This design comes from an exercise in tuning for small area and a short achievable clock period on the open sky130 flow, not from production work. Function was checked by simulation only, so behaviour that the tests miss may differ from the original. Power and IR drop assume default switching activity.

## old
==> module ahb_slave_top, before the edit <==
module ahb_slave_top #(
  parameter int  MEM_WORDS = 256,
  localparam int WORD_AW   = $clog2(MEM_WORDS),
  localparam int LO_AW     = WORD_AW / 2,
  localparam int LO_N      = 1 << LO_AW,
  localparam int HI_N      = MEM_WORDS / LO_N,
  localparam int LANES     = 32 / 8
) (
  input  wire                          HCLK,
  input  wire                          reset,
  input  wire                          HSEL,
  input  wire [32-1:0]    HADDR,
  input  wire [1:0]                   HTRANS,
  input  wire                          HWRITE,
  input  wire [2:0]                   HSIZE,
  input  wire [32-1:0]    HWDATA,
  input  wire                          HREADY,
  output logic                         HREADYOUT,
  output logic                        HRESP,
  output logic [32-1:0]   HRDATA
);
  logic               accept;
  logic               size_bad;
  logic               align_bad;
  logic               range_bad;
  logic               bad;
  logic               err_start;
  logic               rd_take;
  logic               wr_take;
  logic [LANES-1:0]   strb;
  logic [WORD_AW-1:0] word_idx;
  assign accept = HSEL && HREADY && ((HTRANS == ahb_slave_pkg::NONSEQ) || (HTRANS == ahb_slave_pkg::SEQ));
  assign word_idx = HADDR[WORD_AW+1:2];
  assign range_bad = |HADDR[32-1:WORD_AW+2];
  always_comb begin
    size_bad  = 1'b0;
    align_bad = 1'b0;
    strb      = 4'b0000;
    case (HSIZE)
      ahb_slave_pkg::BYTE: begin
        strb = 4'b0001 << HADDR[1:0];
      end
      ahb_slave_pkg::HALF: begin
        align_bad = HADDR[0];
        strb      = HADDR[1] ? 4'b1100 : 4'b0011;
      end
      ahb_slave_pkg::WORD: begin
        align_bad = |HADDR[1:0];
        strb      = 4'b1111;
      end
      default: begin
        size_bad = 1'b1;
      end
    endcase
  end
  assign bad       = size_bad || align_bad || range_bad;
  assign err_start = accept && bad;
  assign rd_take   = accept && !bad && !HWRITE;
  assign wr_take   = accept && !bad && HWRITE;
  always_ff @(posedge HCLK) begin
    if (reset) begin
      HREADYOUT <= 1'b1;
      HRESP     <= ahb_slave_pkg::OKAY;
    end else if (!HREADYOUT) begin
      HREADYOUT <= 1'b1;
      HRESP     <= ahb_slave_pkg::ERROR;
    end else begin
      HREADYOUT <= !err_start;
      HRESP     <= err_start;
    end
  end
  logic                       wr_pend;
  logic [WORD_AW-1:0]         wr_word;
  logic [LANES-1:0]           wr_strb;
  logic [HI_N-1:0]            wr_hi_n;
  logic [LO_N-1:0][LANES-1:0] wr_lo_n;
  always_ff @(posedge HCLK) begin
    if (reset) begin
      wr_pend <= 1'b0;
    end else begin
      wr_pend <= wr_take;
    end
  end
  always_ff @(posedge HCLK) begin
    wr_word <= word_idx;
    wr_strb <= strb;
  end
  always_ff @(posedge HCLK) begin
    for (int h = 0; h < HI_N; h++) begin
      wr_hi_n[h] <= !(!reset && wr_take && (word_idx[WORD_AW-1:LO_AW] == (WORD_AW-LO_AW)'(h)));
    end
    for (int c = 0; c < LO_N; c++) begin
      for (int l = 0; l < LANES; l++) begin
        wr_lo_n[c][l] <= !((word_idx[LO_AW-1:0] == LO_AW'(c)) && strb[l]);
      end
    end
  end
  logic [32-1:0] mem [MEM_WORDS];
  for (genvar w = 0; w < MEM_WORDS; w++) begin : g_word
    for (genvar i = 0; i < LANES; i++) begin : g_lane
      always_ff @(posedge HCLK) begin
        if (!(wr_hi_n[w / LO_N] || wr_lo_n[w % LO_N][i])) begin
          mem[w][8*i +: 8] <= HWDATA[8*i +: 8];
        end
      end
    end
  end
  logic [MEM_WORDS-1:0]       rd_sel;
  logic                       rd_ok;
  logic                       fwd_hit;
  logic [LANES-1:0]           rd_keep;
  logic [LANES-1:0]           rd_take_wr;
  logic [32-1:0] rd_d;
  logic [32-1:0] rd_data;
  ahb_addr_phase #(
    .MEM_WORDS (MEM_WORDS)
  ) u_rd_decode (
    .word_idx (word_idx),
    .sel      (rd_sel)
  );
  assign rd_ok   = !reset && rd_take && HREADYOUT;
  assign fwd_hit = wr_pend && (wr_word == word_idx);
  for (genvar i = 0; i < LANES; i++) begin : g_rd_lane
    assign rd_keep[i]    = rd_ok && !(fwd_hit && wr_strb[i]);
    assign rd_take_wr[i] = rd_ok && fwd_hit && wr_strb[i];
  end
  for (genvar b = 0; b < 32; b++) begin : g_rd_bit
    logic [MEM_WORDS-1:0] bits;
    logic [1:0]           half_n;
    for (genvar w = 0; w < MEM_WORDS; w++) begin : g_w
      assign bits[w] = mem[w][b];
    end
    ahb_sram_core #(
      .MEM_WORDS (MEM_WORDS)
    ) u_gather (
      .sel    (rd_sel),
      .bits   (bits),
      .half_n (half_n)
    );
    ahb_rd_merge u_merge (
      .half0_n (half_n[0]),
      .half1_n (half_n[1]),
      .keep    (rd_keep[b / 8]),
      .wdata   (HWDATA[b]),
      .take    (rd_take_wr[b / 8]),
      .d       (rd_d[b])
    );
  end
  always_ff @(posedge HCLK) begin
    rd_data <= rd_d;
  end
  assign HRDATA = rd_data;
endmodule
make LEC_CHECK=0 CAP_MARGIN=20 CORE_MARGIN=2 CORE_UTILIZATION=45 CTS_CLUSTER_DIAMETER=150 CTS_CLUSTER_SIZE=25 SETUP_SLACK_MARGIN=3.2 SLEW_MARGIN=20 SYNTH_HIERARCHICAL=1 SYNTH_MEMORY_MAX_BITS=16384 finish   # period 6.0 ns
run.sh (not shown) runs the stock make flow with config.mk's settings and CLKGATE_MAP_FILE= SYNTH_SCRIPT=/design/flow/synth_recipe.tcl, a recipe that flattens the netlist after the stock synthesis.
What new does differently from old at the input level:
--- a/flow/design.v
+++ b/flow/design.v
@@ -229,25 +229,27 @@
         if (!(wr_hi_n[w / LO_N] || wr_lo_n[w % LO_N][i])) begin
           mem[w][8*i +: 8] <= HWDATA[8*i +: 8];
         end
       end
     end
   end
-  logic [MEM_WORDS-1:0]       rd_sel;
+  logic [LANES-1:0][MEM_WORDS-1:0] rd_sel;
   logic                       rd_ok;
   logic                       fwd_hit;
   logic [LANES-1:0]           rd_keep;
   logic [LANES-1:0]           rd_take_wr;
   logic [32-1:0] rd_d;
   logic [32-1:0] rd_data;
-  ahb_addr_phase #(
-    .MEM_WORDS (MEM_WORDS)
-  ) u_rd_decode (
-    .word_idx (word_idx),
-    .sel      (rd_sel)
-  );
+  for (genvar i = 0; i < LANES; i++) begin : g_rd_dec
+    ahb_addr_phase #(
+      .MEM_WORDS (MEM_WORDS)
+    ) u_rd_decode (
+      .word_idx (word_idx),
+      .sel      (rd_sel[i])
+    );
+  end
   assign rd_ok   = !reset && rd_take && HREADYOUT;
   assign fwd_hit = wr_pend && (wr_word == word_idx);
   for (genvar i = 0; i < LANES; i++) begin : g_rd_lane
     assign rd_keep[i]    = rd_ok && !(fwd_hit && wr_strb[i]);
     assign rd_take_wr[i] = rd_ok && fwd_hit && wr_strb[i];
   end
@@ -257,13 +259,13 @@
     for (genvar w = 0; w < MEM_WORDS; w++) begin : g_w
       assign bits[w] = mem[w][b];
     end
     ahb_sram_core #(
       .MEM_WORDS (MEM_WORDS)
     ) u_gather (
-      .sel    (rd_sel),
+      .sel    (rd_sel[b / 8]),
       .bits   (bits),
       .half_n (half_n)
     );
     ahb_rd_merge u_merge (
       .half0_n (half_n[0]),
       .half1_n (half_n[1]),
[summary]
- In summary, new completed successfully, with a layout that passed the timing, DRC and antenna checks.
- Sort old and new by wire length reported by the detailed router asc -> top: new
- Maximum number of pins on one net before global-route repair (new over old): increase, 27%
- Total global-route track usage in new is 3.3 points below old.
- Die width: old and new compared, lower one is old
- Looking at detailed placer's ending HPWL, new sits below old.
- Of the two values seen for highest-delay cell along the critical path, nand4_1 was produced by new and nor2_4 by old.
- Number of stages on the worst setup path: old and new compared, higher one is old
- Sequential group share of total power delta (new -> old): insignificant
- The post-layout instance area of new and that of old are within noise of each other.

[what the ideal ports hide]
No port has a modelled driver above. Below, the same layouts with a new extraction and two added sets of constraints. Step 1 (the two cells are an assumption about what drives the block):
set clk [get_ports {HCLK}]
set_driving_cell -lib_cell sky130_fd_sc_hd__clkbuf_16 $clk
set_driving_cell -lib_cell sky130_fd_sc_hd__buf_2 [delete_from_list [all_inputs] $clk]
Step 2 moves the port delays by t, midway between the first and last clock arrival at a register: inputs arrive t later, outputs are due t later. That takes back most of the time a late clock gives input paths. Three values: no drivers, after step 1, after step 2; two values: the first two.
run | t, ns | setup slack, ns | cell pins on the clock port's net
old | 1.206 | 2.563 / 2.351 / 1.145 | 1
new | 1.179 | 2.955 / 2.571 / 1.392 | 1
After both steps every run listed still meets setup and hold. The setup slack of new, which loses most, moves by -0.384 ns with the drivers and by -1.563 ns with both steps.
